Context: an optimization exercise on an open-source flow, tuned for small area and a short achievable clock period. The choices shown serve that exercise and are no tape-out recipe.
In this exercise RTL edits were held to simulation tests only and were not proved equivalent to the original.

==> 11-24: inputs <==
==> flow/design.v (excerpt) <==
module my_iir_tran_core (
  input  logic               clk,
  input  logic               reset,
  input  logic               load,
  input  logic signed [15:0] in,
  input  logic signed [15:0] cina,
  input  logic signed [15:0] cinb,
  output logic signed [15:0] out,
  output logic signed [31:0] outa1w,
  output logic signed [31:0] outb1w,
  output logic signed [31:0] outc1w,
  output logic signed [31:0] del0w,
  output logic signed [31:0] del2w,
  output logic signed [31:0] del3w,
  output logic signed [15:0] coeff_b0w
);
  logic signed [15:0] a1_q, a2_q, b0_q, b1_q, b2_q;
  logic signed [31:0] s1_q, s2_q;
  logic signed [15:0] out_q;
  logic        [1:0]  idx_q;
  function automatic logic [2:0] benc(input logic b1, input logic b0, input logic bm1);
    benc[0] = b0 ^ bm1;
    benc[1] = (b1 & ~b0 & ~bm1) | (~b1 & b0 & bm1);
    benc[2] = b1;
  endfunction
  wire [2:0] q0_e0 = benc(b0_q[1], b0_q[0], 1'b0);
  wire [16:0] q0_p0;
  assign q0_p0[0] = ((q0_e0[0] & in[0]) | (q0_e0[1] & 1'b0)) ^ q0_e0[2];
  assign q0_p0[1] = ((q0_e0[0] & in[1]) | (q0_e0[1] & in[0])) ^ q0_e0[2];
  assign q0_p0[2] = ((q0_e0[0] & in[2]) | (q0_e0[1] & in[1])) ^ q0_e0[2];
  assign q0_p0[3] = ((q0_e0[0] & in[3]) | (q0_e0[1] & in[2])) ^ q0_e0[2];
  assign q0_p0[4] = ((q0_e0[0] & in[4]) | (q0_e0[1] & in[3])) ^ q0_e0[2];
  assign q0_p0[5] = ((q0_e0[0] & in[5]) | (q0_e0[1] & in[4])) ^ q0_e0[2];
  assign q0_p0[6] = ((q0_e0[0] & in[6]) | (q0_e0[1] & in[5])) ^ q0_e0[2];
  assign q0_p0[7] = ((q0_e0[0] & in[7]) | (q0_e0[1] & in[6])) ^ q0_e0[2];
  assign q0_p0[8] = ((q0_e0[0] & in[8]) | (q0_e0[1] & in[7])) ^ q0_e0[2];
  assign q0_p0[9] = ((q0_e0[0] & in[9]) | (q0_e0[1] & in[8])) ^ q0_e0[2];
  assign q0_p0[10] = ((q0_e0[0] & in[10]) | (q0_e0[1] & in[9])) ^ q0_e0[2];
  assign q0_p0[11] = ((q0_e0[0] & in[11]) | (q0_e0[1] & in[10])) ^ q0_e0[2];
  assign q0_p0[12] = ((q0_e0[0] & in[12]) | (q0_e0[1] & in[11])) ^ q0_e0[2];
  ...
export LEC_CHECK = 0
export ABC_AREA = 1
export CAP_MARGIN = 20
export CORE_MARGIN = 2
export CORE_UTILIZATION = 70
export SLEW_MARGIN = 20
export SYNTH_HIERARCHICAL = 1
export SYNTH_MINIMUM_KEEP_SIZE = 0
create_clock -name core_clock -period 42.0 [get_ports {clk}]
run.sh (not shown) runs the stock make flow with config.mk's settings and CLKGATE_MAP_FILE= SYNTH_SCRIPT=/design/flow/synth_recipe.tcl, a recipe that flattens the netlist after the stock synthesis.
==> 08-03: changes against 11-24 <==
==> flow/flow/run.sh (new file) <==
#!/bin/bash
# The standard layout (standard.sh, all steps), with one change: the
# input and output ports are buffered with sky130_fd_sc_hd__buf_2 cells
# instead of the buffer that buffer_ports picks by default (the
# clkdlybuf4s50_1 delay buffer, twice the area and slower). Every port still
# gets its own buffer. The whole output of the standard flow is kept in
# standard.log; ORFS's per-step logs are under orfs/logs/.
set -euo pipefail
export BUFFER_PORTS_ARGS="-buffer_cell sky130_fd_sc_hd__buf_2"
bash ./standard.sh finish > standard.log 2>&1
==> flow/standard.sh (new file) <==
#!/bin/bash
# synth_recipe.tcl (not shown) runs the flow's synth.tcl, then flattens the netlist and writes it again
# the make line also repeats each setting of config.mk as NAME=value (left out here)
make -C /OpenROAD-flow-scripts/flow DESIGN_CONFIG=/design/flow/config.mk WORK_HOME=/design/flow/orfs CLKGATE_MAP_FILE= SYNTH_SCRIPT=/design/flow/synth_recipe.tcl "${@:-finish}"
removed: flow/run.sh
==> notes.md <==
- Synthesized area is the same in 08-03 and 11-24.
- Flip-flop and latch count is the same in 08-03 and 11-24.
- In synthesized cell count, 11-24 and 08-03 do not differ.
- Between 11-24 and 08-03, the lower register-to-register slack is in 08-03 (gap 0.86 ns).
- Die area is the same in 11-24 and 08-03.
- In 08-03 the count of clock-buffer cells in the layout is lower than in 11-24, by 1.
- In 08-03 the critical path depth is lower than in 11-24, by 5.
- In 11-24 the sequential share of layout area is lower than in 08-03, by 0.18 points.
- Between 08-03 and 11-24, the lower via count is in 08-03 (gap about 0.4%, measured against 11-24).
==> figures <==
| quantity | 11-24 | 08-03 |
|---|---|---|
| Crit path DAT | 24.86 ns | 24.83 ns |
| Post-route cell area | 56000 um2 | 54700 um2 |
| Placement-stage worst setup slack | 9.20 ns | 9.43 ns |
| Half-perimeter wire length after detailed placement | 139000 um | 140000 um |
| Clock latency at the later pin of the worst-skew pair | 0.54 ns | 0.53 ns |
| Worst Reg2Reg Path Length in Cells | 75 | 74 |
| Max Clock Skew | 0.0245 ns | 0.0236 ns |
| Fill count | 5633 | 5738 |
| Post-layout worst setup margin | 8.74 ns | 8.77 ns |
| Result of the run | timing/DRC/antenna clean | timing/DRC/antenna clean |
| Hold slack | 0.501 ns | 0.505 ns |
| Share of cell area taken by flip-flops and latches | 7.27% | 7.45% |
| Clock network area share | 0.989% | 1.03% |
| Max transition margin | 29.8% | 23.8% |
| Pin count of the biggest net entering global routing | 94 | 65 |
| Global-route wire length before repair | 292000 um | 291000 um |
| Antenna fix cells | 8 | 2 |
| Vias in the first global route | 49300 | 48700 |

==> what the ideal ports hide <==
The flow's constraints put no driver on any port. The routed layouts listed below were extracted and timed again, unchanged, in two steps. Step 1 assumes that a clkbuf_16 drives the clock port and a buf_2 every other input. Step 2 moves the port delays by t, midway between the first and last clock arrival at a register: inputs arrive t later, outputs are due t later. That takes back most of the time a late clock gives input paths. Slacks: ideal ports / drivers / drivers and shift; pairs: ideal ports / drivers.
run	shift t [ns]	setup slack, ns	cell pins on the clock port's net
11-24	0.602	8.739 / 8.708 / 8.708	1
08-03	0.583	8.775 / 8.752 / 8.752	1
After both steps setup and hold are still met in every run listed. For 11-24, which loses most, drivers alone change the setup slack by -0.031 ns; drivers and shift together by -0.031 ns.
